This design comes from an exercise in tuning for small area, a short achievable clock period and few clock cycles per item on the open sky130 flow, not from production work.
Function was not checked in any run shown here: the RTL went through the layout flow alone.
No activity file was given, so power comes from the tool's default toggle rates.

$ cat run.sh
#!/bin/bash
# synth_recipe.tcl (not shown) runs the flow's synth.tcl, then flattens the netlist and writes it again
# the make line also repeats each setting of config.mk as NAME=value (left out here)
make -C /OpenROAD-flow-scripts/flow DESIGN_CONFIG=/design/flow/config.mk WORK_HOME=/design/flow/orfs CLKGATE_MAP_FILE= SYNTH_SCRIPT=/design/flow/synth_recipe.tcl finish
$ cat config.mk
export PLATFORM = sky130hd
export DESIGN_NAME = ignition_advance_curve_lookup
export DESIGN_NICKNAME = ignition_advance_curve_lookup
export VERILOG_FILES = /design/flow/design.v
export SDC_FILE = /design/flow/constraint.sdc
export NUM_CORES = 4
export LEC_CHECK = 0
export CAP_MARGIN = 20
export CORE_MARGIN = 2
export CORE_UTILIZATION = 40
export SLEW_MARGIN = 20
$ cat constraint.sdc
create_clock -name core_clock -period 7.0 [get_ports {clk}]
set_input_delay 1.4000 -clock core_clock [delete_from_list [all_inputs] [get_ports {clk}]]
set_output_delay 1.4000 -clock core_clock [all_outputs]
set_load 0.01 [all_outputs]
$ cat design.v
module ignition_advance_curve_lookup (
  input  logic        clk,
  input  logic        rst,
  input  logic        write_enable,
  input  logic [1:0]  write_index,
  input  logic [15:0] write_data,
  input  logic        in_valid,
  output logic        in_stall,
  input  logic [15:0] engine_speed,
  output logic        out_valid,
  input  logic        out_stall,
  output logic [11:0] spark_advance,
  output logic [1:0]  speed_region
);
  logic [11:0] cranking_advance;
  logic [11:0] top_advance;
  logic [15:0] cranking_speed_limit;
  always_ff @(posedge clk) begin
    if (rst) begin
      cranking_advance     <= 12'd50;
      top_advance          <= 12'd350;
      cranking_speed_limit <= 16'd500;
    end else if (write_enable) begin
      case (write_index)
        2'd0: cranking_advance     <= write_data[11:0];
        2'd1: top_advance          <= write_data[11:0];
        2'd2: cranking_speed_limit <= write_data;
        default: ;
      endcase
    end
  end
  logic        o2_full;
  logic        run;
  logic        en;
  logic [15:0] s;
  assign en       = run;
  assign in_stall = o2_full;
  assign s        = engine_speed;
  logic [13:0] s14;
  logic [3:0]  seg;
  logic [1:0]  region;
  assign s14 = s[13:0];    
  always_comb begin
    seg = 4'd0;
    if (s14 >= 14'd1067) seg = 4'd1;
    if (s14 >= 14'd2134) seg = 4'd2;
    if (s14 >= 14'd3200) seg = 4'd3;
    if (s14 >= 14'd4267) seg = 4'd4;
    if (s14 >= 14'd5334) seg = 4'd5;
    if (s14 >= 14'd6400) seg = 4'd6;
    if (s14 >= 14'd7467) seg = 4'd7;
    if (s14 >= 14'd8534) seg = 4'd8;
    if (s14 >= 14'd9600) seg = 4'd9;
    if (s14 >= 14'd10667) seg = 4'd10;
    if (s14 >= 14'd11734) seg = 4'd11;
    if (s14 >= 14'd12800) seg = 4'd12;
    if (s14 >= 14'd13867) seg = 4'd13;
    if (s14 >= 14'd14934) seg = 4'd14;
  end
  always_comb begin
    if (s < cranking_speed_limit)  region = 2'd0;
    else if (s >= 16'd16000)       region = 2'd2;
    else                           region = 2'd1;
  end
  logic        a_valid;
  logic [3:0]  a_seg;
  logic [10:0] a_s;
  logic [1:0]  a_region;
  always_ff @(posedge clk) begin
    if (rst)     a_valid <= 1'b0;
    else if (en) a_valid <= in_valid;
  end
  always_ff @(posedge clk) begin
    if (en) begin
      a_seg    <= seg;
      a_s      <= s[10:0];
      a_region <= region;
    end
  end
  logic [14:0] a_oh;
  logic [10:0] lo11;
  assign a_oh = 15'(1) << a_seg;
  assign lo11[0] = |(a_oh & 15'h4924);
  assign lo11[1] = |(a_oh & 15'h2492);
  assign lo11[2] = |(a_oh & 15'h4924);
  assign lo11[3] = |(a_oh & 15'h2492);
  assign lo11[4] = |(a_oh & 15'h4924);
  assign lo11[5] = |(a_oh & 15'h2492);
  assign lo11[6] = |(a_oh & 15'h4924);
  assign lo11[7] = |(a_oh & 15'h0e38);
  assign lo11[8] = |(a_oh & 15'h0fc0);
  assign lo11[9] = |(a_oh & 15'h7000);
  assign lo11[10] = |(a_oh & 15'h2aaa);
  logic        b_valid;
  logic [3:0]  b_seg;
  logic [10:0] b_delta;
  logic [1:0]  b_region;
  always_ff @(posedge clk) begin
    if (rst)     b_valid <= 1'b0;
    else if (en) b_valid <= a_valid;
  end
  always_ff @(posedge clk) begin
    if (en) begin
      b_seg    <= a_seg;
      b_delta  <= a_s - lo11;
      b_region <= a_region;
    end
  end
  logic [14:0] b_oh;
  logic [2:0]  asel;
  logic [3:0]  bsel;
  logic [0:0]  w66, bneg;
  logic [14:0] pa, pb;
  logic [5:0]  s9, s10;
  logic [6:0]  corr;
  assign b_oh = 15'(1) << b_seg;
  assign asel[0] = |(b_oh & 15'h2800);
  assign asel[1] = |(b_oh & 15'h11f9);
  assign asel[2] = |(b_oh & 15'h0606);
  assign bsel[0] = |(b_oh & 15'h2000);
  assign bsel[1] = |(b_oh & 15'h1001);
  assign bsel[2] = |(b_oh & 15'h0e06);
  assign bsel[3] = |(b_oh & 15'h01f8);
  assign w66[0] = |(b_oh & 15'h1249);
  assign bneg[0] = |(b_oh & 15'h0db6);
  assign pa = ({15{asel[0]}} & 15'(b_delta)) | ({15{asel[1]}} & (15'(b_delta) << 1))
            | ({15{asel[2]}} & (15'(b_delta) << 2));
  assign pb = ({15{bsel[0]}} & (15'(b_delta) << 1)) | ({15{bsel[1]}} & (15'(b_delta) << 2))
            | ({15{bsel[2]}} & (15'(b_delta) << 3)) | ({15{bsel[3]}} & (15'(b_delta) << 4));
  assign s9   = 6'(pa[14:9]) + 6'(pb[14:9]);
  assign s10  = 6'(pa[14:10]) + 6'(pb[14:10]);
  assign corr = w66[0] ? 7'(s9) + 7'(s10) : 7'd0 - 7'(s10) - (bneg[0] ? 7'd4 : 7'd0);
  logic        c_valid;
  logic [3:0]  c_seg;
  logic [14:0] c_p;
  logic [6:0]  c_corr;
  logic [1:0]  c_region;
  always_ff @(posedge clk) begin
    if (rst)     c_valid <= 1'b0;
    else if (en) c_valid <= b_valid;
  end
  always_ff @(posedge clk) begin
    if (en) begin
      c_seg    <= b_seg;
      c_p      <= pa + pb;
      c_corr   <= corr;
      c_region <= b_region;
    end
  end
  logic [16:0] v;
  assign v = {c_p, 2'b00} + {{10{c_corr[6]}}, c_corr};
  logic        d_valid;
  logic [3:0]  d_seg;
  logic [7:0]  d_y;
  logic [1:0]  d_region;
  always_ff @(posedge clk) begin
    if (rst)     d_valid <= 1'b0;
    else if (en) d_valid <= c_valid;
  end
  always_ff @(posedge clk) begin
    if (en) begin
      d_seg    <= c_seg;
      d_y      <= v[16:9];
      d_region <= c_region;
    end
  end
  logic [14:0] d_oh;
  logic [8:0]  c_lo;
  logic [11:0] adv;
  assign d_oh = 15'(1) << d_seg;
  assign c_lo[0] = |(d_oh & 15'h3000);
  assign c_lo[1] = |(d_oh & 15'h5151);
  assign c_lo[2] = |(d_oh & 15'h54ca);
  assign c_lo[3] = |(d_oh & 15'h77c2);
  assign c_lo[4] = |(d_oh & 15'h63c7);
  assign c_lo[5] = |(d_oh & 15'h056b);
  assign c_lo[6] = |(d_oh & 15'h798c);
  assign c_lo[7] = |(d_oh & 15'h01f0);
  assign c_lo[8] = |(d_oh & 15'h7e00);
  function automatic logic [4:0] div5(input logic [7:0] y);
    case (y)
      8'd0: div5 = 5'd0;
      8'd1: div5 = 5'd0;
      8'd2: div5 = 5'd0;
      8'd3: div5 = 5'd0;
      8'd4: div5 = 5'd0;
      8'd5: div5 = 5'd1;
      8'd6: div5 = 5'd1;
      8'd7: div5 = 5'd1;
      8'd8: div5 = 5'd1;
      8'd9: div5 = 5'd1;
      8'd10: div5 = 5'd2;
      8'd11: div5 = 5'd2;
      8'd12: div5 = 5'd2;
      8'd13: div5 = 5'd2;
      8'd14: div5 = 5'd2;
      8'd15: div5 = 5'd3;
      8'd16: div5 = 5'd3;
      8'd17: div5 = 5'd3;
      8'd18: div5 = 5'd3;
      8'd19: div5 = 5'd3;
      8'd20: div5 = 5'd4;
      8'd21: div5 = 5'd4;
      8'd22: div5 = 5'd4;
      8'd23: div5 = 5'd4;
      8'd24: div5 = 5'd4;
      8'd25: div5 = 5'd5;
      8'd26: div5 = 5'd5;
      8'd27: div5 = 5'd5;
      8'd28: div5 = 5'd5;
      8'd29: div5 = 5'd5;
      8'd30: div5 = 5'd6;
      8'd31: div5 = 5'd6;
      8'd32: div5 = 5'd6;
      8'd33: div5 = 5'd6;
      8'd34: div5 = 5'd6;
      8'd35: div5 = 5'd7;
      8'd36: div5 = 5'd7;
      8'd37: div5 = 5'd7;
      8'd38: div5 = 5'd7;
      8'd39: div5 = 5'd7;
      8'd40: div5 = 5'd8;
      8'd41: div5 = 5'd8;
      8'd42: div5 = 5'd8;
      8'd43: div5 = 5'd8;
      8'd44: div5 = 5'd8;
      8'd45: div5 = 5'd9;
      8'd46: div5 = 5'd9;
      8'd47: div5 = 5'd9;
      8'd48: div5 = 5'd9;
      8'd49: div5 = 5'd9;
      8'd50: div5 = 5'd10;
      8'd51: div5 = 5'd10;
      8'd52: div5 = 5'd10;
      8'd53: div5 = 5'd10;
      8'd54: div5 = 5'd10;
      8'd55: div5 = 5'd11;
      8'd56: div5 = 5'd11;
      8'd57: div5 = 5'd11;
      8'd58: div5 = 5'd11;
      8'd59: div5 = 5'd11;
      8'd60: div5 = 5'd12;
      8'd61: div5 = 5'd12;
      8'd62: div5 = 5'd12;
      8'd63: div5 = 5'd12;
      8'd64: div5 = 5'd12;
      8'd65: div5 = 5'd13;
      8'd66: div5 = 5'd13;
      8'd67: div5 = 5'd13;
      8'd68: div5 = 5'd13;
      8'd69: div5 = 5'd13;
      8'd70: div5 = 5'd14;
      8'd71: div5 = 5'd14;
      8'd72: div5 = 5'd14;
      8'd73: div5 = 5'd14;
      8'd74: div5 = 5'd14;
      8'd75: div5 = 5'd15;
      8'd76: div5 = 5'd15;
      8'd77: div5 = 5'd15;
      8'd78: div5 = 5'd15;
      8'd79: div5 = 5'd15;
      8'd80: div5 = 5'd16;
      8'd81: div5 = 5'd16;
      8'd82: div5 = 5'd16;
      8'd83: div5 = 5'd16;
      8'd84: div5 = 5'd16;
      8'd85: div5 = 5'd17;
      8'd86: div5 = 5'd17;
      8'd87: div5 = 5'd17;
      8'd88: div5 = 5'd17;
      8'd89: div5 = 5'd17;
      8'd90: div5 = 5'd18;
      8'd91: div5 = 5'd18;
      8'd92: div5 = 5'd18;
      8'd93: div5 = 5'd18;
      8'd94: div5 = 5'd18;
      8'd95: div5 = 5'd19;
      8'd96: div5 = 5'd19;
      8'd97: div5 = 5'd19;
      8'd98: div5 = 5'd19;
      8'd99: div5 = 5'd19;
      8'd100: div5 = 5'd20;
      8'd101: div5 = 5'd20;
      8'd102: div5 = 5'd20;
      8'd103: div5 = 5'd20;
      8'd104: div5 = 5'd20;
      8'd105: div5 = 5'd21;
      8'd106: div5 = 5'd21;
      8'd107: div5 = 5'd21;
      8'd108: div5 = 5'd21;
      8'd109: div5 = 5'd21;
      8'd110: div5 = 5'd22;
      8'd111: div5 = 5'd22;
      8'd112: div5 = 5'd22;
      8'd113: div5 = 5'd22;
      8'd114: div5 = 5'd22;
      8'd115: div5 = 5'd23;
      8'd116: div5 = 5'd23;
      8'd117: div5 = 5'd23;
      8'd118: div5 = 5'd23;
      8'd119: div5 = 5'd23;
      8'd120: div5 = 5'd24;
      8'd121: div5 = 5'd24;
      8'd122: div5 = 5'd24;
      8'd123: div5 = 5'd24;
      8'd124: div5 = 5'd24;
      8'd125: div5 = 5'd25;
      8'd126: div5 = 5'd25;
      8'd127: div5 = 5'd25;
      8'd128: div5 = 5'd25;
      8'd129: div5 = 5'd25;
      8'd130: div5 = 5'd26;
      8'd131: div5 = 5'd26;
      8'd132: div5 = 5'd26;
      8'd133: div5 = 5'd26;
      8'd134: div5 = 5'd26;
      8'd135: div5 = 5'd27;
      8'd136: div5 = 5'd27;
      8'd137: div5 = 5'd27;
      8'd138: div5 = 5'd27;
      8'd139: div5 = 5'd27;
      8'd140: div5 = 5'd28;
      8'd141: div5 = 5'd28;
      8'd142: div5 = 5'd28;
      8'd143: div5 = 5'd28;
      8'd144: div5 = 5'd28;
      8'd145: div5 = 5'd29;
      8'd146: div5 = 5'd29;
      8'd147: div5 = 5'd29;
      8'd148: div5 = 5'd29;
      8'd149: div5 = 5'd29;
      8'd150: div5 = 5'd30;
      default: div5 = y[7:3];
    endcase
  endfunction
  always_comb begin
    case (d_region)
      2'd0:    adv = cranking_advance;
      2'd2:    adv = top_advance;
      default: adv = 12'(c_lo) + 12'(div5(d_y));
    endcase
  end
  logic        o_free;
  logic [11:0] o2_adv;
  logic [1:0]  o2_region;
  assign o_free = !out_valid || !out_stall;
  always_ff @(posedge clk) begin
    if (rst) begin
      out_valid <= 1'b0;
      o2_full   <= 1'b0;
      run       <= 1'b1;
    end else if (o_free) begin
      out_valid <= o2_full || d_valid;
      o2_full   <= 1'b0;
      run       <= 1'b1;
    end else if (!o2_full) begin
      o2_full   <= d_valid;
      run       <= !d_valid;
    end
  end
  always_ff @(posedge clk) begin
    if (o_free) begin
      spark_advance <= o2_full ? o2_adv : adv;
      speed_region  <= o2_full ? o2_region : d_region;
    end
  end
  always_ff @(posedge clk) begin
    if (!o_free && !o2_full) begin
      o2_adv    <= adv;
      o2_region <= d_region;
    end
  end
endmodule
==> reports/metrics.yaml, run 1 <==
worstPathArrival_ns: 4.96
drt-initial-drc-count: 750
hp-class: "reg2reg"
cp_top_family: "compound AO/OA/AOI/OAI gates"
grt-ovfl-total: 0
post-route-drc-count: 0
syn_inst: 1072
start_kind: "flip-flop"
multi_input_area_um2: 5290
clkSlewWorstSetupHoldPaths_ns: 0.07
area_growth_pct: 13.6
gp_congestion: 0.852
grt_pass1_wl_um: 35100
synth_mux_area_frac: 0.0322
worstRegToRegCells: 16
maxCapViolCount: 0
nets: 1195
final_cell_mix: "160 x nand2_1, 102 x edfxtp_1, 82 x a21oi_1"
cpMaxStageDelayCell: "edfxtp_1"
drive_gt1_frac: 0.0617
path_class: "reg2reg"
htree_levels: 4
post_synth_xor_area_fraction: 0.0432
avgSynthCellArea_um2: 9.11
vias: 7730
fillers: 2344
layout.cells.most_common: "nand2_1"
fmax_mhz: 209
final-max-slew-violation-count: 0
postCtsSetupBuffers: 0
holdWs_ns: 0.414
worstSetupEndpointType: "flip-flop"
setup_viol: 0
top_layer: "met4"
regArea_um2: 4010
antenna_found_initial: 0
wl_met2_um: 9870
synthArstFlopShare: 0
drt-pass1-iter-count: 8
grt_usage: 0.166
fin_skew_ns: 0.0190
post_synth_num_cell_types: 78
die_y_um: 160
yosysWarnings: 1
wl_per_cell_um: 14.7
fin_setup_tns_ns: 0
min_path_cells: 0
syn_nets: 1177
initial_utilization: 0.404
wl_met3_um: 790
boundaryPins: 55
cts_root_buffer: "clkbuf_16"
met1Wirelength_um: 9930
portBuffers: 54
via_per_inst: 5.42
grt_max_degree: 80
min_period_ns: 4.79
yosys.area_share.adder: 0.0897
yosys.area_share.simple: 0.183
path_depth: 16
synth-compound-area-share: 0.193
worstMarginPinSlew_ns: 0.997
clockBufferDepth: 2
critical-path-max-stage-delay_ns: 0.65
rows: 57
syn-cell-area_um2: 9770
synth.yosys.seq_area_share: 0.410
clock_latency_ns: 0.43
core_area_um2: 24200
antennaDiodeCount: 0
post_cts_resized: 0
slew_headroom: 0.335
powerDensity_nw_per_um2: 399
cp_num_buf_inv: 1
postCtsHoldBufs: 0
wl_um: 21000
synth_seq_cells: 149
critPathRequiredTime_ns: 7.17
synth_top_family_by_area: "compound AO/OA/AOI/OAI gates"
crit_chain: "nor2_1 -> nor3_2 -> a222oi_1 -> inv_1 -> ha_1 -> a21o_1 -> a31oi_2 -> xnor2_4 -> ha_1 -> nor2_1 -> a211oi_1 -> maj3_1 -> o22ai_1 -> a21oi_2 -> xnor2_1 -> o32ai_1"
die_w_um: 160
grt_pass1_vias: 7035
status: "no timing/DRC/antenna violations"
synth_flop_cell: "edfxtp_1"
cts_tree: "yes"
place.detailed.hpwl_um: 15000
hold_viol_final: 0
dieArea_um2: 25700
max-vdd-ir-drop_v: 0.000184
cts_sinks: 149
cts-buffers-inserted: 17
critical_path.max_fanout: 14
finalCritPeriodShare: 0.684
rsz0062_at_grt: "no"
synth_edf_count: 102
p_leak_uw: 0.00442
ant_nets: 0
[per-layer routing]
metal  GRT usage  vias up
met5           0        -
li1            -     3945
met1       0.231     3563
met2       0.264      197
met4      0.0549        0
met3      0.0288       25
[kinds of logic after synthesis]
kind of cell	count (synthesis)
xor+xnor	46
flops	149
fa+ha+maj	68
buf+inv	118
simple gates	380
mux	30
compound gates	281
[through the flow]
step / utilization / worst slack, ns / instances / area [µm²] / total power [µW]
after CTS: 0.459 / 2.21 / 1427 / 11100 / 4440
after detailed placement: 0.434 / 2.21 / 1395 / 10500 / 3520
after global placement: 0.434 / 2.37 / 1395 / 10500 / 3500
after floorplan: - / 2.82 / 1072 / 9770 / 3060
final: 0.459 / 2.21 / 1427 / 11100 / 4420
after global routing: 0.459 / 1.77 / 1427 / 11100 / 4780
[Yosys cell counts, types with 8 or more instances]
library cell    n  area share
xor2_1         13       0.012
a211o_1        11      0.0099
nand2b_1       14      0.0090
nand3b_1       12      0.0092
edfxtp_1      102        0.31
ha_1           62       0.079
nand2_1       160       0.061
a211oi_1       12      0.0092
mux2_2         11       0.013
o21ai_0        41       0.021
nand3_1        19      0.0097
a222oi_1       17       0.017
o31ai_1         9      0.0069
a21o_1         21       0.016
o21ai_1         8      0.0041
inv_1          57       0.022
and3_1          9      0.0058
o211ai_1       12      0.0092
clkbuf_1       39       0.015
nand4_1        10      0.0064
xnor2_1        32       0.029
mux2i_1        19       0.019
a21oi_1        82       0.042
nor2b_1        13      0.0083
buf_2          15      0.0077
dfxtp_1        47       0.096
nor3_1         25       0.013
nor2_1         79       0.030
a31oi_1         9      0.0058
[power by group]
part           total (µW)  internal [µW]  switching, µW
registers            1430           1190            247
logic                2080            958           1120
clock network         910            514            396
total                4420           2660           1760
[final cells by class]
cell class	count	area share
repair buffers	58	0.0514
multi-input cells	805	0.477
inverters	59	0.0200
flip-flops and latches	149	0.361
clock buffers	19	0.0428
clock inverters	13	0.0112
well taps	324	0.0365
[final timing paths]
check,slack (ns),start,end
max,2.21,b_seg[0],c_corr[5]
min,0.41,a_region[1],b_region[1]
max reg2reg,2.21,b_seg[0],c_corr[5]
min reg2reg,0.41,a_region[1],b_region[1]
[state kept, by name (all words and copies together) (netlist names), 2 cells and up]
register / flops
b_region: 2
spark_advance: 12
c_region: 2
c_seg: 4
a_region: 2
a_seg: 4
a_s: 11
o2_adv: 12
cranking_advance: 12
c_corr: 5
b_seg: 4
o2_region: 2
d_y: 8
c_p: 15
cranking_speed_limit: 16
d_seg: 4
speed_region: 2
d_region: 2
top_advance: 12
b_delta: 11
==> run 2, diff against run 1 <==
--- a/config.mk
+++ b/config.mk
@@ -10,2 +10,3 @@
 export CORE_UTILIZATION = 40
+export SETUP_SLACK_MARGIN = 3.6
 export SLEW_MARGIN = 20
==> run 2 against run 1 <==
Effect of this change: clock skew decreased by 0.0084 ns; via count increased by 9.0%; largest power group unchanged; power increased by 27%; critical path depth increased by 3; worst setup slack improved by 0.91 ns; register-to-register slack improved by 0.91 ns.
==> reports/metrics.yaml, run 2 <==
postCtsHoldBufs: 0
gp_congestion: 0.839
cts_sinks: 149
die_y_um: 160
slew_headroom: 0.330
crit_chain: "buf_6 -> buf_6 -> nor2b_4 -> and3_4 -> a222oi_1 -> nand2_2 -> ha_4 -> inv_2 -> fa_2 -> xnor2_2 -> ha_4 -> nor3_4 -> a211oi_4 -> maj3_2 -> o22ai_2 -> a21oi_2 -> buf_4 -> a211oi_2 -> nor2_1"
p_leak_uw: 0.00509
area_growth_pct: 29.4
worstMarginPinSlew_ns: 1.00
worstSetupEndpointType: "flip-flop"
hp-class: "reg2reg"
wl_met2_um: 12000
cts_tree: "yes"
fmax_mhz: 258
grt_pass1_vias: 7799
cts_root_buffer: "clkbuf_16"
fin_skew_ns: 0.0107
wl_um: 23800
setup_viol: 0
critical_path.max_fanout: 4
synth_seq_cells: 149
clock_latency_ns: 0.42
post_synth_num_cell_types: 78
placed_area_um2: 10600
drt-pass1-iter-count: 10
worstPathArrival_ns: 4.05
cpMaxStageDelayCell: "edfxtp_1"
top_register: "cranking_speed_limit"
place.detailed.hpwl_um: 15300
yosysWarnings: 1
synthArstFlopShare: 0
cts-buffers-inserted: 17
via_per_inst: 5.52
met1Wirelength_um: 10300
finalCritPeriodShare: 0.554
maxCapViolCount: 0
hold_viol_final: 0
cp_top_family: "adder cells"
min_period_ns: 3.88
fin_area_um2: 12600
dieArea_um2: 25700
portBuffers: 54
clockBufferDepth: 2
initial_utilization: 0.404
syn-cell-area_um2: 9770
powerDensity_nw_per_um2: 443
cp_num_buf_inv: 4
wl_met3_um: 1080
grt_pass1_wl_um: 38900
rows: 57
wl_per_cell_um: 15.6
drt-initial-drc-count: 726
post-route-drc-count: 0
antennaDiodeCount: 0
die_w_um: 160
ys_top_cells_by_count: "160 x nand2_1, 102 x edfxtp_1, 82 x a21oi_1, 79 x nor2_1, 62 x ha_1"
avgSynthCellArea_um2: 9.11
clkSlewWorstSetupHoldPaths_ns: 0.07
htree_levels: 4
syn_inst: 1072
rsz0062_at_grt: "yes"
max-vdd-ir-drop_v: 0.000215
start_kind: "flip-flop"
status: "no timing/DRC/antenna violations"
nets: 1295
largest_reg_flops: 16
grt_max_degree: 80
top_layer: "met4"
syn_nets: 1177
final-max-slew-violation-count: 0
critPathRequiredTime_ns: 7.17
layout.cells.most_common: "nand2_1"
fin_setup_tns_ns: 0
synth_top_cells_by_area: "edfxtp_1 31%, dfxtp_1 9.6%, ha_1 7.9%"
synth_area_leader_cell: "edfxtp_1"
critical-path-max-stage-delay_ns: 0.46
drive_gt1_frac: 0.228
reg_top3: "cranking_speed_limit x16, c_p x15"
final_cell_mix: "157 x nand2_1, 102 x edfxtp_1, 87 x buf_4"
synth.yosys.seq_area_share: 0.410
synth_edf_count: 102
boundaryPins: 55
vias: 8426
grt_usage: 0.185
synth_flop_cell: "edfxtp_1"
synth.most_common_cell: "nand2_1"
final_util: 0.523
ant_nets: 0
path_class: "reg2reg"
yosysTopAreaCellShare: 0.314
grt-ovfl-total: 0
antenna_found_initial: 0
core_area_um2: 24200
==> run 2: cell count changes in the layout (fill, tap and decap cells not counted), sizes merged <==
cell,delta
buf,+99
clkinv,+1
inv,-1
clkbuf,+1
==> run 2: cell families (layout without fill, tap and decap cells) <==
group | Yosys count | count (layout) | share of synthesized area
DFF | 149 | 149 | 0.410
muxes | 30 | 30 | 0.0322
adders and majority gates | 68 | 68 | 0.0897
xor gates and xnor gates | 46 | 46 | 0.0432
AOI/OAI and AO/OA | 281 | 281 | 0.193
and+or+nand+nor | 380 | 380 | 0.183
buffers and inverters | 118 | 249 | 0.0488
==> run 2: path summary, 6_finish.rpt <==
kind                from     endpoint  slack, ns  cells after the start
max             b_seg[0]    c_corr[6]       3.12                     19
min          b_region[0]  c_region[0]       0.42                      0
max reg2reg     b_seg[0]    c_corr[6]       3.12                     19
min reg2reg  b_region[0]  c_region[0]       0.42                      0
==> run 2: per-layer routing <==
layer,vias up,GRT usage
met4,0,0.0495
li1,4155,-
met5,-,0
met1,3959,0.241
met3,47,0.0304
met2,265,0.320
==> run 2: final cells by class <==
type	instances	area, µm²
Timing Repair Buffer	158	1380
Fill cell	2124	11500
Inverter	59	226
Clock buffer	19	475
Clock inverter	13	144
Sequential cell	149	4010
Multi-Input combinational cell	805	6000
Tap cell	324	405
==> run 2: timing repair <==
action	in CTS	in global routing
buffers inserted	80	21
pin swaps	52	51
hold endpoints to repair	0	0
setup endpoints to repair	31	27
gates resized for setup	84	70
==> run 2: report_power, final <==
group          switching, µW  internal (µW)
clock                    402            520
sequential               166           1190
combinational           1650           1670
==> run 2: through the flow <==
stage	hold slack (ns)	worst slack [ns]	std cells	total power [µW]
2_1_floorplan	0.400	3.21	1072	3160
3_3_place_gp	0.401	2.58	1393	3590
3_5_place_dp	0.405	2.48	1393	3620
4_1_cts	0.421	3.24	1505	5140
5_1_grt	0.430	2.97	1527	5980
6_report	0.419	3.12	1527	5600
==> run 2: worst reg2reg max path, cell delays in order (launching register included) <==
cell and delay (ns):
edfxtp_1 0.46, buf_6 0.17, buf_6 0.11, nor2b_4 0.12
and3_4 0.16, a222oi_1 0.39, nand2_2 0.14, ha_4 0.20
inv_2 0.06, fa_2 0.27, xnor2_2 0.15, ha_4 0.25
nor3_4 0.20, a211oi_4 0.08, maj3_2 0.32, o22ai_2 0.11
a21oi_2 0.06, buf_4 0.16, a211oi_2 0.16, nor2_1 0.05
==> run 3, diff against run 2 <==
--- a/design.v
+++ b/design.v
@@ -31,9 +31,16 @@
   end
-  logic        o2_full;
-  logic        run;
-  logic        en;
-  logic [15:0] s;
+  logic o2_full;
+  logic run;
+  logic en;
   assign en       = run;
   assign in_stall = o2_full;
-  assign s        = engine_speed;
+  logic        r_valid;
+  logic [15:0] r_s;
+  always_ff @(posedge clk) begin
+    if (rst)     r_valid <= 1'b0;
+    else if (en) r_valid <= in_valid;
+  end
+  always_ff @(posedge clk) begin
+    if (en) r_s <= engine_speed;
+  end
   logic [13:0] s14;
@@ -41,3 +48,3 @@
   logic [1:0]  region;
-  assign s14 = s[13:0];    
+  assign s14 = r_s[13:0];    
   always_comb begin
@@ -60,5 +67,5 @@
   always_comb begin
-    if (s < cranking_speed_limit)  region = 2'd0;
-    else if (s >= 16'd16000)       region = 2'd2;
-    else                           region = 2'd1;
+    if (r_s < cranking_speed_limit)  region = 2'd0;
+    else if (r_s >= 16'd16000)       region = 2'd2;
+    else                             region = 2'd1;
   end
@@ -70,3 +77,3 @@
     if (rst)     a_valid <= 1'b0;
-    else if (en) a_valid <= in_valid;
+    else if (en) a_valid <= r_valid;
   end
@@ -75,3 +82,3 @@
       a_seg    <= seg;
-      a_s      <= s[10:0];
+      a_s      <= r_s[10:0];
       a_region <= region;
@@ -79,16 +86,23 @@
   end
-  logic [14:0] a_oh;
   logic [10:0] lo11;
-  assign a_oh = 15'(1) << a_seg;
-  assign lo11[0] = |(a_oh & 15'h4924);
-  assign lo11[1] = |(a_oh & 15'h2492);
-  assign lo11[2] = |(a_oh & 15'h4924);
-  assign lo11[3] = |(a_oh & 15'h2492);
-  assign lo11[4] = |(a_oh & 15'h4924);
-  assign lo11[5] = |(a_oh & 15'h2492);
-  assign lo11[6] = |(a_oh & 15'h4924);
-  assign lo11[7] = |(a_oh & 15'h0e38);
-  assign lo11[8] = |(a_oh & 15'h0fc0);
-  assign lo11[9] = |(a_oh & 15'h7000);
-  assign lo11[10] = |(a_oh & 15'h2aaa);
+  always_comb begin
+    case (a_seg)
+      4'd0: lo11 = 11'd0;
+      4'd1: lo11 = 11'd1066;
+      4'd2: lo11 = 11'd85;
+      4'd3: lo11 = 11'd1152;
+      4'd4: lo11 = 11'd170;
+      4'd5: lo11 = 11'd1237;
+      4'd6: lo11 = 11'd256;
+      4'd7: lo11 = 11'd1322;
+      4'd8: lo11 = 11'd341;
+      4'd9: lo11 = 11'd1408;
+      4'd10: lo11 = 11'd426;
+      4'd11: lo11 = 11'd1493;
+      4'd12: lo11 = 11'd512;
+      4'd13: lo11 = 11'd1578;
+      4'd14: lo11 = 11'd597;
+      default: lo11 = 11'd0;
+    endcase
+  end
   logic        b_valid;
@@ -108,6 +122,5 @@
   end
-  logic [14:0] b_oh;
   logic [2:0]  asel;
   logic [3:0]  bsel;
-  logic [0:0]  w66, bneg;
+  logic        w66, bneg;
   logic [14:0] pa, pb;
@@ -115,12 +128,42 @@
   logic [6:0]  corr;
-  assign b_oh = 15'(1) << b_seg;
-  assign asel[0] = |(b_oh & 15'h2800);
-  assign asel[1] = |(b_oh & 15'h11f9);
-  assign asel[2] = |(b_oh & 15'h0606);
-  assign bsel[0] = |(b_oh & 15'h2000);
-  assign bsel[1] = |(b_oh & 15'h1001);
-  assign bsel[2] = |(b_oh & 15'h0e06);
-  assign bsel[3] = |(b_oh & 15'h01f8);
-  assign w66[0] = |(b_oh & 15'h1249);
-  assign bneg[0] = |(b_oh & 15'h0db6);
+  always_comb begin
+    case (b_seg)
+      4'd0: begin asel = 3'b010; bsel = 4'b0010; end
+      4'd1: begin asel = 3'b100; bsel = 4'b0100; end
+      4'd2: begin asel = 3'b100; bsel = 4'b0100; end
+      4'd3: begin asel = 3'b010; bsel = 4'b1000; end
+      4'd4: begin asel = 3'b010; bsel = 4'b1000; end
+      4'd5: begin asel = 3'b010; bsel = 4'b1000; end
+      4'd6: begin asel = 3'b010; bsel = 4'b1000; end
+      4'd7: begin asel = 3'b010; bsel = 4'b1000; end
+      4'd8: begin asel = 3'b010; bsel = 4'b1000; end
+      4'd9: begin asel = 3'b100; bsel = 4'b0100; end
+      4'd10: begin asel = 3'b100; bsel = 4'b0100; end
+      4'd11: begin asel = 3'b001; bsel = 4'b0100; end
+      4'd12: begin asel = 3'b010; bsel = 4'b0010; end
+      4'd13: begin asel = 3'b001; bsel = 4'b0001; end
+      4'd14: begin asel = 3'b000; bsel = 4'b0000; end
+      default: begin asel = 3'b000; bsel = 4'b0000; end
+    endcase
+  end
+  always_comb begin
+    case (b_seg)
+      4'd0: begin w66 = 1'b1; bneg = 1'b0; end
+      4'd1: begin w66 = 1'b0; bneg = 1'b1; end
+      4'd2: begin w66 = 1'b0; bneg = 1'b1; end
+      4'd3: begin w66 = 1'b1; bneg = 1'b0; end
+      4'd4: begin w66 = 1'b0; bneg = 1'b1; end
+      4'd5: begin w66 = 1'b0; bneg = 1'b1; end
+      4'd6: begin w66 = 1'b1; bneg = 1'b0; end
+      4'd7: begin w66 = 1'b0; bneg = 1'b1; end
+      4'd8: begin w66 = 1'b0; bneg = 1'b1; end
+      4'd9: begin w66 = 1'b1; bneg = 1'b0; end
+      4'd10: begin w66 = 1'b0; bneg = 1'b1; end
+      4'd11: begin w66 = 1'b0; bneg = 1'b1; end
+      4'd12: begin w66 = 1'b1; bneg = 1'b0; end
+      4'd13: begin w66 = 1'b0; bneg = 1'b0; end
+      4'd14: begin w66 = 1'b0; bneg = 1'b0; end
+      default: begin w66 = 1'b0; bneg = 1'b0; end
+    endcase
+  end
   assign pa = ({15{asel[0]}} & 15'(b_delta)) | ({15{asel[1]}} & (15'(b_delta) << 1))
@@ -131,3 +174,3 @@
   assign s10  = 6'(pa[14:10]) + 6'(pb[14:10]);
-  assign corr = w66[0] ? 7'(s9) + 7'(s10) : 7'd0 - 7'(s10) - (bneg[0] ? 7'd4 : 7'd0);
+  assign corr = w66 ? 7'(s9) + 7'(s10) : 7'd0 - 7'(s10) - (bneg ? 7'd4 : 7'd0);
   logic        c_valid;
@@ -166,15 +209,2 @@
   end
-  logic [14:0] d_oh;
-  logic [8:0]  c_lo;
-  logic [11:0] adv;
-  assign d_oh = 15'(1) << d_seg;
-  assign c_lo[0] = |(d_oh & 15'h3000);
-  assign c_lo[1] = |(d_oh & 15'h5151);
-  assign c_lo[2] = |(d_oh & 15'h54ca);
-  assign c_lo[3] = |(d_oh & 15'h77c2);
-  assign c_lo[4] = |(d_oh & 15'h63c7);
-  assign c_lo[5] = |(d_oh & 15'h056b);
-  assign c_lo[6] = |(d_oh & 15'h798c);
-  assign c_lo[7] = |(d_oh & 15'h01f0);
-  assign c_lo[8] = |(d_oh & 15'h7e00);
   function automatic logic [4:0] div5(input logic [7:0] y);
@@ -335,7 +365,44 @@
   endfunction
+  logic        e_valid;
+  logic [3:0]  e_seg;
+  logic [4:0]  e_q;
+  logic [1:0]  e_region;
+  always_ff @(posedge clk) begin
+    if (rst)     e_valid <= 1'b0;
+    else if (en) e_valid <= d_valid;
+  end
+  always_ff @(posedge clk) begin
+    if (en) begin
+      e_seg    <= d_seg;
+      e_q      <= div5(d_y);
+      e_region <= d_region;
+    end
+  end
+  logic [8:0]  c_lo;
+  logic [11:0] adv;
+  always_comb begin
+    case (e_seg)
+      4'd0: c_lo = 9'd50;
+      4'd1: c_lo = 9'd60;
+      4'd2: c_lo = 9'd80;
+      4'd3: c_lo = 9'd100;
+      4'd4: c_lo = 9'd130;
+      4'd5: c_lo = 9'd160;
+      4'd6: c_lo = 9'd190;
+      4'd7: c_lo = 9'd220;
+      4'd8: c_lo = 9'd250;
+      4'd9: c_lo = 9'd280;
+      4'd10: c_lo = 9'd300;
+      4'd11: c_lo = 9'd320;
+      4'd12: c_lo = 9'd335;
+      4'd13: c_lo = 9'd345;
+      4'd14: c_lo = 9'd350;
+      default: c_lo = 9'd350;
+    endcase
+  end
   always_comb begin
-    case (d_region)
+    case (e_region)
       2'd0:    adv = cranking_advance;
       2'd2:    adv = top_advance;
-      default: adv = 12'(c_lo) + 12'(div5(d_y));
+      default: adv = 12'(c_lo) + 12'(e_q);
     endcase
@@ -352,3 +419,3 @@
     end else if (o_free) begin
-      out_valid <= o2_full || d_valid;
+      out_valid <= o2_full || e_valid;
       o2_full   <= 1'b0;
@@ -356,4 +423,4 @@
     end else if (!o2_full) begin
-      o2_full   <= d_valid;
-      run       <= !d_valid;
+      o2_full   <= e_valid;
+      run       <= !e_valid;
     end
@@ -363,3 +430,3 @@
       spark_advance <= o2_full ? o2_adv : adv;
-      speed_region  <= o2_full ? o2_region : d_region;
+      speed_region  <= o2_full ? o2_region : e_region;
     end
@@ -369,3 +436,3 @@
       o2_adv    <= adv;
-      o2_region <= d_region;
+      o2_region <= e_region;
     end
--- a/config.mk
+++ b/config.mk
@@ -7,2 +7,3 @@
 export LEC_CHECK = 0
+export ABC_AREA = 1
 export CAP_MARGIN = 20
@@ -10,3 +11,3 @@
 export CORE_UTILIZATION = 40
-export SETUP_SLACK_MARGIN = 3.6
+export SETUP_SLACK_MARGIN = 4.1
 export SLEW_MARGIN = 20
==> run 3 against run 2 <==
Effect of this change: first-iteration DRC count shrank 17%; synthesized cell count grew 19%; die area grew 13%; cell count grew 12%; critical endpoint unchanged; largest cell class unchanged; highest routed layer unchanged.
==> reports/metrics.yaml, run 3 <==
ys_top_cells_by_count: "246 x nand2_1, 175 x inv_1, 140 x nor2_1, 129 x edfxtp_1, 100 x o21ai_0"
layout.cells.most_common: "nand2_1"
synth.most_common_cell: "nand2_1"
start_kind: "flip-flop"
fillers: 2540
dieArea_um2: 29000
drt-initial-drc-count: 603
holdWs_ns: 0.421
portBuffers: 54
drt-pass1-iter-count: 5
fin_setup_tns_ns: 0
htree_levels: 4
core_area_um2: 27000
grt_max_degree: 86
synth_flop_cell: "edfxtp_1"
rsz0062_at_grt: "yes"
worstMarginPinSlew_ns: 0.863
antenna_found_initial: 0
post-route-drc-count: 0
avgSynthCellArea_um2: 8.66
drive_gt1_frac: 0.121
nets: 1488
wl_per_cell_um: 14.6
rows: 60
grt_pass1_wl_um: 39600
area_growth_pct: 19.1
cts_tree: "yes"
yosysTopAreaCellShare: 0.350
finalNonFillerCells: 1716
vias: 8815
syn_nets: 1403
clockBufferDepth: 2
finalCritPeriodShare: 0.447
grt-ovfl-total: 0
die_w_um: 170
min_period_ns: 3.13
post_synth_num_cell_types: 60
cts_sinks: 196
wl_um: 25000
synth.yosys.seq_area_share: 0.472
die_y_um: 170
path_class: "reg2reg"
clkSlewWorstSetupHoldPaths_ns: 0.07
cts_root_buffer: "clkbuf_16"
final-max-slew-violation-count: 0
synthArstFlopShare: 0
synth_edf_count: 129
syn_inst: 1277
maxCapViolCount: 0
multi_input_area_um2: 5290
clock_latency_ns: 0.43
status: "no timing/DRC/antenna violations"
max-vdd-ir-drop_v: 0.000160
powerDensity_nw_per_um2: 361
setup_viol: 0
cts-buffers-inserted: 17
reg_top3: "cranking_speed_limit x16, r_s x16, c_p x15"
critical_path.max_fanout: 4
worstSetupEndpointType: "flip-flop"
via_per_inst: 5.14
synth_top_cells_by_area: "edfxtp_1 35%, dfxtp_1 12%, ha_1 9.3%"
initial_utilization: 0.409
hold_viol_final: 0
syn-cell-area_um2: 11100
postCtsHoldBufs: 0
synth_area_leader_cell: "edfxtp_1"
place.detailed.hpwl_um: 18000
synth_seq_cells: 196
p_leak_uw: 0.00574
final_cell_mix: "242 x nand2_1, 161 x inv_1, 134 x nor2_1"
fmax_mhz: 320
worstPathArrival_ns: 3.29
ant_nets: 0
fin_skew_ns: 0.0125
grt_pass1_vias: 8181
gp_congestion: 0.904
slew_headroom: 0.422
antennaDiodeCount: 0
hp-class: "reg2reg"
boundaryPins: 55
regArea_um2: 5240
grt_usage: 0.171
dp.cells: 1649
critPathRequiredTime_ns: 7.16
yosysWarnings: 1
==> run 3: kinds of logic after synthesis <==
kind of cell / share of synthesized area
xor+xnor: 0.0301
fa+ha+maj: 0.102
compound gates: 0.143
simple gates: 0.179
buf+inv: 0.0747
flops: 0.472
==> run 3: power by group <==
part           switching, µW  internal, µW
clock                    447           570
sequential               156          1540
combinational           1210           835
total                   1810          2940
==> run 3: layout make-up <==
class	instances	area share
tap	341	0.0324
multi-input combinational	869	0.402
inverter	185	0.0548
sequential	196	0.398
timing repair buffer	93	0.0656
clock inverter	11	0.00941
clock buffer	21	0.0383
==> run 3: per-layer routing <==
metal | GRT usage | share of wire
met4 | 0.0661 | 0.024
met3 | 0.0260 | 0.039
met1 | 0.218 | 0.44
met2 | 0.291 | 0.49
met5 | 0 | 0
==> run 3: worst paths after layout <==
| check | from | cells past startpoint | slack [ns] | to |
|---|---|---|---|---|
| max | b_delta[8] | 18 | 3.87 | c_corr[6] |
| min | d_region[1] | 0 | 0.42 | e_region[1] |
| max reg2reg | b_delta[8] | 18 | 3.87 | c_corr[6] |
| min reg2reg | d_region[1] | 0 | 0.42 | e_region[1] |
==> run 3: worst max-delay path: stages (launching register included) <==
cell      delay [ns]
edfxtp_1        0.40
inv_2           0.08
buf_6           0.12
o221ai_2        0.17
ha_2            0.22
inv_2           0.05
fa_1            0.48
inv_1           0.04
ha_1            0.26
a31o_1          0.19
inv_1           0.07
nor2_1          0.03
or2_1           0.23
nand2_2         0.09
nand2_2         0.06
nand2_2         0.10
nand2_4         0.06
a21oi_4         0.13
a32oi_1         0.06
==> run 3: stage by stage <==
stage	instance area (µm²)	power [µW]	worst slack [ns]	utilization
2_1_floorplan	11100	3070	4.08	-
4_1_cts	12900	4650	3.91	0.477
3_3_place_gp	11900	3520	3.39	0.442
5_1_grt	13200	5120	3.72	0.487
3_5_place_dp	12000	3530	3.35	0.443
6_report	13200	4750	3.87	0.487
==> run 3: repair_timing <==
item,CTS,global route
resized for setup,43,48
pin swaps,10,20
setup endpoints to repair,26,11
setup buffers,22,13
==> run 4, diff against run 3 <==
--- a/config.mk
+++ b/config.mk
@@ -11,3 +11,3 @@
 export CORE_UTILIZATION = 40
-export SETUP_SLACK_MARGIN = 4.1
+export SETUP_SLACK_MARGIN = 3.7
 export SLEW_MARGIN = 20
==> run 4 against run 3 <==
Effect of this change: power fell by 2.9%; critical path type unchanged; register-to-register slack got worse by 0.07 ns; clock skew rose by 0.0065 ns; sequential power about the same; synthesized area did not move; maximum frequency decreased by 2.2%; critical path depth shrank 1.
==> reports/metrics.yaml, run 4 <==
synth_area_leader_cell: "edfxtp_1"
antenna_found_initial: 0
path_depth: 17
rsz0062_at_grt: "yes"
wl_per_cell_um: 14.1
crit_path_end: "c_corr[6]"
fin_skew_ns: 0.0190
via_per_inst: 5.09
antennaDiodeCount: 0
finalCritPeriodShare: 0.457
synth.most_common_cell: "nand2_1"
synth_seq_cells: 196
grt_usage: 0.169
die_w_um: 170
clkSlewWorstSetupHoldPaths_ns: 0.07
p_switching_uw: 1810
synth_flop_cell: "edfxtp_1"
total_power_uw: 4610
initial_utilization: 0.409
cts_root_buffer: "clkbuf_16"
die_y_um: 170
postCtsHoldBufs: 0
area_growth_pct: 15.3
cp_num_buf_inv: 4
drt-pass1-iter-count: 5
layout.cells.most_common: "nand2_1"
boundaryPins: 55
wl_um: 23800
cp_top_family: "adder cells"
synth.yosys.seq_area_share: 0.472
place.detailed.hpwl_um: 17700
gp_congestion: 0.899
fmax_mhz: 313
reg2reg_slack_ns: 3.80
min_period_ns: 3.20
synthArstFlopShare: 0
seqPwrFrac: 0.367
clockBufferDepth: 2
final-max-slew-violation-count: 0
cts_sinks: 196
worstSetupEndpointType: "flip-flop"
worstPathArrival_ns: 3.37
vias: 8602
critPathRequiredTime_ns: 7.17
yosysTopAreaCellShare: 0.350
clkPwrFrac: 0.210
ant_nets: 0
hp-class: "reg2reg"
cts-buffers-inserted: 17
worstRegToRegCells: 17
grt_pass1_vias: 8229
avgSynthCellArea_um2: 8.66
yosysWarnings: 1
setup_viol: 0
start_kind: "flip-flop"
dp.cells: 1647
cpMostUsedCell: "nand2_2"
syn_nets: 1403
dieArea_um2: 29000
post_synth_num_cell_types: 60
maxCapViolCount: 0
reg_top3: "cranking_speed_limit x16, r_s x16, c_p x15"
nets: 1463
syn_inst: 1277
worstMarginPinSlew_ns: 0.803
critical-path-max-stage-delay_ns: 0.49
grt-ovfl-total: 0
status: "no timing/DRC/antenna violations"
critical_path.max_fanout: 8
ys_top_cells_by_count: "246 x nand2_1, 175 x inv_1, 140 x nor2_1, 129 x edfxtp_1, 100 x o21ai_0"
synth_edf_count: 129
combPwrFrac: 0.423
path_class: "reg2reg"
rows: 60
drt-initial-drc-count: 493
htree_levels: 4
slew_headroom: 0.459
grt_pass1_wl_um: 39500
clock_latency_ns: 0.44
crit_chain: "inv_1 -> o221ai_1 -> ha_2 -> inv_2 -> fa_1 -> inv_2 -> ha_4 -> a31o_1 -> inv_1 -> nor2_1 -> or2_1 -> nand2_2 -> nand2_2 -> nand2_2 -> nand2_2 -> a21oi_2 -> a32oi_1"
powerDensity_nw_per_um2: 362
post-route-drc-count: 0
r2r_end: "c_corr[6]"
max-vdd-ir-drop_v: 0.000164
cpMaxStageDelayCell: "fa_1"
drive_gt1_frac: 0.0911
fin_setup_tns_ns: 0
core_area_um2: 27000
synth_top_cells_by_area: "edfxtp_1 35%, dfxtp_1 12%, ha_1 9.3%"
r2r_start: "asel[2]"
switching_share: 0.392
portBuffers: 54
syn-cell-area_um2: 11100
hold_viol_final: 0
worstSetupStartpoint: "asel[2]"
finalNonFillerCells: 1691
cts_tree: "yes"
p_leak_uw: 0.00556
p_int_uw: 2800
fillers: 2610
grt_max_degree: 69
final_cell_mix: "242 x nand2_1, 162 x inv_1, 136 x nor2_1"
## run 4: cell counts after synthesis
Identical to the previous run, type by type.
## run 4: metrics by stage
step / cell area [µm²] / utilization / hold WS (ns) / setup WS, ns
floorplan: 11100 / - / 0.400 / 3.85
global placement: 11900 / 0.441 / 0.401 / 3.35
detailed placement: 11900 / 0.441 / 0.405 / 3.28
CTS: 12500 / 0.464 / 0.421 / 3.68
global route: 12700 / 0.472 / 0.426 / 3.64
finish: 12700 / 0.472 / 0.420 / 3.80
## run 4: worst min-delay path by stage
stage | from | end | cells past startpoint
4_1_cts | c_seg[3] | d_seg[3] | 0
3_3_place_gp | b_region[1] | c_region[1] | 0
3_5_place_dp | c_seg[3] | d_seg[3] | 0
5_1_grt | a_region[1] | b_region[1] | 0
2_1_floorplan | a_region[0] | b_region[0] | 0
6_report | c_seg[3] | d_seg[3] | 0
## run 4: cell type report
class,count,area (µm²),share of cell area
Inverter,185,702,0.0551
Sequential cell,196,5230,0.410
Tap cell,341,427,0.0335
Timing Repair Buffer,68,646,0.0507
Clock inverter,15,184,0.0144
Multi-Input combinational cell,869,5130,0.403
Clock buffer,17,425,0.0334
## run 4: power by group through the flow
stage,Sequential (µW),Combinational [µW],Clock [µW]
CTS,1690,1830,987
floorplan,1660,1400,0
global placement,1710,1790,0
global route,1720,2260,1040
detailed placement,1710,1810,0
finish,1690,1950,970
## run 4: timing repair
| item | in CTS | in global routing |
|---|---|---|
| setup buffers | 0 | 12 |
| cloned | 0 | 0 |
| setup endpoints to repair | 4 | 7 |
| gates resized for setup | 9 | 46 |
| pin swaps | 0 | 14 |
## run 4: logic make-up (layout without fill, tap and decap cells)
logic type | after synthesis | in the layout | synth area share
AND/OR/NAND/NOR | 473 | 473 | 0.179
AO/OA/AOI/OAI | 271 | 271 | 0.143
buffers and inverters | 212 | 285 | 0.0747
flip-flops | 196 | 196 | 0.472
adder cells (fa/ha/maj) | 87 | 87 | 0.102
XOR/XNOR | 38 | 38 | 0.0301
## run 4: routing by layer
metal	global-route usage	wire length, µm
met1	0.216	10800
met2	0.288	11500
met3	0.0284	789
met4	0.0635	648
met5	0	0
==> run 5, diff against run 4 <==
--- a/design.v
+++ b/design.v
@@ -31,16 +31,7 @@
   end
-  logic o2_full;
-  logic run;
-  logic en;
-  assign en       = run;
-  assign in_stall = o2_full;
-  logic        r_valid;
-  logic [15:0] r_s;
-  always_ff @(posedge clk) begin
-    if (rst)     r_valid <= 1'b0;
-    else if (en) r_valid <= in_valid;
-  end
-  always_ff @(posedge clk) begin
-    if (en) r_s <= engine_speed;
-  end
+  logic        en;
+  logic [15:0] s;
+  assign en       = !(out_valid && out_stall);
+  assign in_stall = !en;
+  assign s        = engine_speed;
   logic [13:0] s14;
@@ -48,3 +39,3 @@
   logic [1:0]  region;
-  assign s14 = r_s[13:0];    
+  assign s14 = s[13:0];    
   always_comb begin
@@ -67,5 +58,5 @@
   always_comb begin
-    if (r_s < cranking_speed_limit)  region = 2'd0;
-    else if (r_s >= 16'd16000)       region = 2'd2;
-    else                             region = 2'd1;
+    if (s < cranking_speed_limit)  region = 2'd0;
+    else if (s >= 16'd16000)       region = 2'd2;
+    else                           region = 2'd1;
   end
@@ -77,3 +68,3 @@
     if (rst)     a_valid <= 1'b0;
-    else if (en) a_valid <= r_valid;
+    else if (en) a_valid <= in_valid;
   end
@@ -82,3 +73,3 @@
       a_seg    <= seg;
-      a_s      <= r_s[10:0];
+      a_s      <= s[10:0];
       a_region <= region;
@@ -124,6 +115,3 @@
   logic [3:0]  bsel;
-  logic        w66, bneg;
   logic [14:0] pa, pb;
-  logic [5:0]  s9, s10;
-  logic [6:0]  corr;
   always_comb begin
@@ -148,22 +136,2 @@
   end
-  always_comb begin
-    case (b_seg)
-      4'd0: begin w66 = 1'b1; bneg = 1'b0; end
-      4'd1: begin w66 = 1'b0; bneg = 1'b1; end
-      4'd2: begin w66 = 1'b0; bneg = 1'b1; end
-      4'd3: begin w66 = 1'b1; bneg = 1'b0; end
-      4'd4: begin w66 = 1'b0; bneg = 1'b1; end
-      4'd5: begin w66 = 1'b0; bneg = 1'b1; end
-      4'd6: begin w66 = 1'b1; bneg = 1'b0; end
-      4'd7: begin w66 = 1'b0; bneg = 1'b1; end
-      4'd8: begin w66 = 1'b0; bneg = 1'b1; end
-      4'd9: begin w66 = 1'b1; bneg = 1'b0; end
-      4'd10: begin w66 = 1'b0; bneg = 1'b1; end
-      4'd11: begin w66 = 1'b0; bneg = 1'b1; end
-      4'd12: begin w66 = 1'b1; bneg = 1'b0; end
-      4'd13: begin w66 = 1'b0; bneg = 1'b0; end
-      4'd14: begin w66 = 1'b0; bneg = 1'b0; end
-      default: begin w66 = 1'b0; bneg = 1'b0; end
-    endcase
-  end
   assign pa = ({15{asel[0]}} & 15'(b_delta)) | ({15{asel[1]}} & (15'(b_delta) << 1))
@@ -172,5 +140,2 @@
             | ({15{bsel[2]}} & (15'(b_delta) << 3)) | ({15{bsel[3]}} & (15'(b_delta) << 4));
-  assign s9   = 6'(pa[14:9]) + 6'(pb[14:9]);
-  assign s10  = 6'(pa[14:10]) + 6'(pb[14:10]);
-  assign corr = w66 ? 7'(s9) + 7'(s10) : 7'd0 - 7'(s10) - (bneg ? 7'd4 : 7'd0);
   logic        c_valid;
@@ -178,3 +143,2 @@
   logic [14:0] c_p;
-  logic [6:0]  c_corr;
   logic [1:0]  c_region;
@@ -188,3 +152,2 @@
       c_p      <= pa + pb;
-      c_corr   <= corr;
       c_region <= b_region;
@@ -192,4 +155,26 @@
   end
+  logic        w66, bneg;
   logic [16:0] v;
-  assign v = {c_p, 2'b00} + {{10{c_corr[6]}}, c_corr};
+  always_comb begin
+    case (c_seg)
+      4'd0: begin w66 = 1'b1; bneg = 1'b0; end
+      4'd1: begin w66 = 1'b0; bneg = 1'b1; end
+      4'd2: begin w66 = 1'b0; bneg = 1'b1; end
+      4'd3: begin w66 = 1'b1; bneg = 1'b0; end
+      4'd4: begin w66 = 1'b0; bneg = 1'b1; end
+      4'd5: begin w66 = 1'b0; bneg = 1'b1; end
+      4'd6: begin w66 = 1'b1; bneg = 1'b0; end
+      4'd7: begin w66 = 1'b0; bneg = 1'b1; end
+      4'd8: begin w66 = 1'b0; bneg = 1'b1; end
+      4'd9: begin w66 = 1'b1; bneg = 1'b0; end
+      4'd10: begin w66 = 1'b0; bneg = 1'b1; end
+      4'd11: begin w66 = 1'b0; bneg = 1'b1; end
+      4'd12: begin w66 = 1'b1; bneg = 1'b0; end
+      4'd13: begin w66 = 1'b0; bneg = 1'b0; end
+      4'd14: begin w66 = 1'b0; bneg = 1'b0; end
+      default: begin w66 = 1'b0; bneg = 1'b0; end
+    endcase
+  end
+  assign v = w66 ? {c_p, 2'b00} + 17'(c_p[14:9]) + 17'(c_p[14:10])
+                 : {c_p, 2'b00} - 17'(c_p[14:10]) - (bneg ? 17'd3 : 17'd0);
   logic        d_valid;
@@ -209,2 +194,24 @@
   end
+  logic [8:0]  c_lo;
+  logic [11:0] adv;
+  always_comb begin
+    case (d_seg)
+      4'd0: c_lo = 9'd50;
+      4'd1: c_lo = 9'd60;
+      4'd2: c_lo = 9'd80;
+      4'd3: c_lo = 9'd100;
+      4'd4: c_lo = 9'd130;
+      4'd5: c_lo = 9'd160;
+      4'd6: c_lo = 9'd190;
+      4'd7: c_lo = 9'd220;
+      4'd8: c_lo = 9'd250;
+      4'd9: c_lo = 9'd280;
+      4'd10: c_lo = 9'd300;
+      4'd11: c_lo = 9'd320;
+      4'd12: c_lo = 9'd335;
+      4'd13: c_lo = 9'd345;
+      4'd14: c_lo = 9'd350;
+      default: c_lo = 9'd350;
+    endcase
+  end
   function automatic logic [4:0] div5(input logic [7:0] y);
@@ -365,74 +372,17 @@
   endfunction
-  logic        e_valid;
-  logic [3:0]  e_seg;
-  logic [4:0]  e_q;
-  logic [1:0]  e_region;
-  always_ff @(posedge clk) begin
-    if (rst)     e_valid <= 1'b0;
-    else if (en) e_valid <= d_valid;
-  end
-  always_ff @(posedge clk) begin
-    if (en) begin
-      e_seg    <= d_seg;
-      e_q      <= div5(d_y);
-      e_region <= d_region;
-    end
-  end
-  logic [8:0]  c_lo;
-  logic [11:0] adv;
   always_comb begin
-    case (e_seg)
-      4'd0: c_lo = 9'd50;
-      4'd1: c_lo = 9'd60;
-      4'd2: c_lo = 9'd80;
-      4'd3: c_lo = 9'd100;
-      4'd4: c_lo = 9'd130;
-      4'd5: c_lo = 9'd160;
-      4'd6: c_lo = 9'd190;
-      4'd7: c_lo = 9'd220;
-      4'd8: c_lo = 9'd250;
-      4'd9: c_lo = 9'd280;
-      4'd10: c_lo = 9'd300;
-      4'd11: c_lo = 9'd320;
-      4'd12: c_lo = 9'd335;
-      4'd13: c_lo = 9'd345;
-      4'd14: c_lo = 9'd350;
-      default: c_lo = 9'd350;
-    endcase
-  end
-  always_comb begin
-    case (e_region)
+    case (d_region)
       2'd0:    adv = cranking_advance;
       2'd2:    adv = top_advance;
-      default: adv = 12'(c_lo) + 12'(e_q);
+      default: adv = 12'(c_lo) + 12'(div5(d_y));
     endcase
   end
-  logic        o_free;
-  logic [11:0] o2_adv;
-  logic [1:0]  o2_region;
-  assign o_free = !out_valid || !out_stall;
-  always_ff @(posedge clk) begin
-    if (rst) begin
-      out_valid <= 1'b0;
-      o2_full   <= 1'b0;
-      run       <= 1'b1;
-    end else if (o_free) begin
-      out_valid <= o2_full || e_valid;
-      o2_full   <= 1'b0;
-      run       <= 1'b1;
-    end else if (!o2_full) begin
-      o2_full   <= e_valid;
-      run       <= !e_valid;
-    end
-  end
   always_ff @(posedge clk) begin
-    if (o_free) begin
-      spark_advance <= o2_full ? o2_adv : adv;
-      speed_region  <= o2_full ? o2_region : e_region;
-    end
+    if (rst)     out_valid <= 1'b0;
+    else if (en) out_valid <= d_valid;
   end
   always_ff @(posedge clk) begin
-    if (!o_free && !o2_full) begin
-      o2_adv    <= adv;
-      o2_region <= e_region;
+    if (en) begin
+      spark_advance <= adv;
+      speed_region  <= d_region;
     end
--- a/config.mk
+++ b/config.mk
@@ -7,3 +7,2 @@
 export LEC_CHECK = 0
-export ABC_AREA = 1
 export CAP_MARGIN = 20
@@ -11,3 +10,3 @@
 export CORE_UTILIZATION = 40
-export SETUP_SLACK_MARGIN = 3.7
+export SETUP_SLACK_MARGIN = 3.3
 export SLEW_MARGIN = 20
==> run 5 against run 4 <==
Effect of this change: critical path type unchanged; maximum frequency is 14% lower; routed wire length down 8.9%; sequential cell count decreased by 50; combinational power rose by 8%; non-clock buffer count grew 29; power decreased by 5.7%; critical path depth decreased by 2; global-route usage increased by 1.2 points; sequential share of layout area fell by 7.5 points; still clean; utilization is 2.1 points higher; synthesized area shrank 16%; register-to-register slack worse by 0.54 ns.
==> reports/metrics.yaml, run 5 <==
fin_skew_ns: 0.0106
path_class: "reg2reg"
post_synth_num_cell_types: 74
drt-pass1-iter-count: 5
cpMaxStageDelayCell: "a2111oi_2"
top_register: "cranking_speed_limit"
setup_viol: 0
total_power_uw: 4350
start_kind: "flip-flop"
worstPathArrival_ns: 3.89
area_growth_pct: 20.4
avgSynthCellArea_um2: 9.17
wl_per_cell_um: 15.4
nets: 1206
p_leak_uw: 0.00456
synth_edf_count: 83
reg_top3: "cranking_speed_limit x16, c_p x15"
critical_path.max_fanout: 7
portBuffers: 54
cts-buffers-inserted: 17
antenna_found_initial: 0
finalCritPeriodShare: 0.534
final_cell_mix: "144 x nand2_1, 83 x edfxtp_1, 77 x ha_1"
syn_inst: 1016
largest_reg_flops: 16
final-max-slew-violation-count: 0
vias: 7672
grt_max_degree: 46
clockBufferDepth: 2
initial_utilization: 0.409
synth_seq_cells: 146
core_area_um2: 22800
grt_pass1_vias: 7342
hold_viol_final: 0
clkSlewWorstSetupHoldPaths_ns: 0.06
max-vdd-ir-drop_v: 0.000185
cpMostUsedCell: "a21oi_2"
cts_sinks: 146
slew_headroom: 0.361
synth_flop_cell: "edfxtp_1"
synth.yosys.seq_area_share: 0.403
grt_usage: 0.182
synth_top_cells_by_area: "edfxtp_1 27%, dfxtp_1 14%, ha_1 10%"
gp_congestion: 0.856
maxCapViolCount: 0
ys_top_cells_by_count: "147 x nand2_1, 83 x edfxtp_1, 78 x ha_1, 75 x a21oi_1, 69 x inv_1"
boundaryPins: 55
rsz0062_at_grt: "yes"
post-route-drc-count: 0
critical-path-max-stage-delay_ns: 0.43
synth.most_common_cell: "nand2_1"
postCtsHoldBufs: 0
syn-cell-area_um2: 9320
fin_setup_tns_ns: 0
post_synth_xor_area_fraction: 0.0320
dp_slack_ns: 2.14
drt-initial-drc-count: 572
yosysTopAreaCellShare: 0.268
die_w_um: 157
fmax_mhz: 267
hp-class: "reg2reg"
drive_gt1_frac: 0.108
synth_mux_area_frac: 0.0283
htree_levels: 4
via_per_inst: 5.44
worstMarginPinSlew_ns: 0.932
dieArea_um2: 24500
synth-compound-area-share: 0.203
grt_pass1_wl_um: 36000
rows: 55
yosysWarnings: 1
syn_nets: 1139
status: "no timing/DRC/antenna violations"
ant_nets: 0
layout.cells.most_common: "nand2_1"
worstSetupEndpointType: "flip-flop"
critPathRequiredTime_ns: 7.15
synth_area_leader_cell: "edfxtp_1"
fin_ws_ns: 3.26
place.detailed.hpwl_um: 14300
synth_top_family_by_area: "compound AO/OA/AOI/OAI gates"
powerDensity_nw_per_um2: 388
crit_chain: "buf_6 -> nor4b_4 -> a21oi_2 -> a2111oi_2 -> a2111o_1 -> nor3_1 -> or3b_4 -> ha_4 -> fa_2 -> a21o_1 -> a21oi_2 -> nor2b_2 -> o2111ai_2 -> xor2_1 -> a21oi_1"
fillers: 2118
min_period_ns: 3.74
grt-ovfl-total: 0
yosys.area_share.adder: 0.118
die_y_um: 157
synthArstFlopShare: 0
wl_um: 21700
antennaDiodeCount: 0
yosys.area_share.simple: 0.164
cts_root_buffer: "clkbuf_16"
clock_latency_ns: 0.43
cts_tree: "yes"
run 5: cell count changes after synthesis, sizes merged, moves of 15 or more:
| cell | delta |
|---|---|
| a21o | +15 |
| inv | -109 |
| o21ai | -55 |
| a22oi | +18 |
| nand3 | -16 |
| xor2 | -15 |
| nand2 | -102 |
| nor2 | -90 |
| edfxtp | -46 |
| o22ai | -18 |
| mux2i | +23 |
| clkbuf | +21 |
run 5: stage by stage:
stage	area, µm²	cells	hold WS [ns]	util
global placement	10100	1332	0.402	0.442
detailed placement	10100	1332	0.406	0.442
global route	11200	1409	0.421	0.492
CTS	11000	1398	0.419	0.484
floorplan	9340	1016	0.400	-
finish	11200	1409	0.416	0.492
run 5: final cells by class:
type	count	area, µm²	share of cell area
clock buffers	19	475	0.0424
multi-input cells	750	5270	0.470
flip-flops and latches	146	3750	0.335
repair buffers	97	903	0.0805
inverters	71	285	0.0254
clock inverters	13	133	0.0118
well taps	313	392	0.0349
run 5: metal layers:
metal / routed length, µm / vias to the layer above / GRT usage
met1: 10000 / 3601 / 0.239
met4: 382 / 0 / 0.0568
met5: 0 / - / 0
met2: 10500 / 177 / 0.303
li1: - / 3854 / -
met3: 807 / 40 / 0.0338
run 5: power by group:
group	switching [µW]	internal [µW]	total, µW
Sequential	209	1130	1340
Clock	392	515	907
Combinational	1100	1010	2100
Total	1700	2650	4350
run 5: cell families after synthesis:
kind of cell,count (synthesis)
AO/OA/AOI/OAI,281
buffers and inverters,123
multiplexers,26
adder cells (fa/ha/maj),84
flip-flops,146
XOR/XNOR,34
AND/OR/NAND/NOR,322
run 5: worst paths after layout:
path	startpoint	cells past startpoint	end	slack (ns)
setup reg to reg	d_y[6]	15	spark_advance[8]	3.26
setup / recovery	d_y[6]	15	spark_advance[8]	3.26
hold / removal	c_region[1]	0	d_region[1]	0.42
hold reg to reg	c_region[1]	0	d_region[1]	0.42
run 5: what timing repair did:
item	CTS	global route
buffers inserted	31	11
endpoints found under the setup margin	15	6
resized for setup	21	27
cloned	3	0
pin swaps	9	12
endpoints found under the hold margin	0	0
run 5: worst max-delay path, delay by kind of cell (launching register included):
family / cells / cell delay [ns]
DFF: 1 / 0.41
AOI/OAI and AO/OA: 7 / 1.33
xor gates and xnor gates: 1 / 0.16
buffers and inverters: 1 / 0.16
and+or+nand+nor: 4 / 0.89
adders and majority gates: 2 / 0.50

==> afterwards: timing with drivers on the ports <==
The flow's constraints put no driver on any port. The routed layouts listed below were extracted and timed again, unchanged, in two steps.
Step 1, drivers: a clkbuf_16 drives clk and a buf_2 each remaining input, both assumed.
Step 2 adds t to the input delays and takes it off the output delays; t is the mean of the earliest and latest rising clock arrival at the registers after step 1. Input paths then give back, and output paths get back, about the clock's delay inside the block.
Three values: ideal, step 1, step 2; two values: the first two.
run	t, ns	setup slack, ns	hold slack, ns
run 1	0.465	2.211 / 2.211 / 2.211	0.414 / 0.414 / 0.414
run 2	0.466	3.124 / 3.124 / 3.124	0.419 / 0.419 / 0.419
run 3	0.470	3.873 / 3.873 / 3.818	0.421 / 0.421 / 0.421
run 4	0.479	3.802 / 3.802 / 3.655	0.420 / 0.420 / 0.420
run 5	0.469	3.261 / 3.261 / 3.228	0.416 / 0.416 / 0.416
After both steps every run listed still meets setup and hold. For run 4, which loses most, drivers alone change the setup slack by 0.000 ns; drivers and shift together by -0.147 ns.
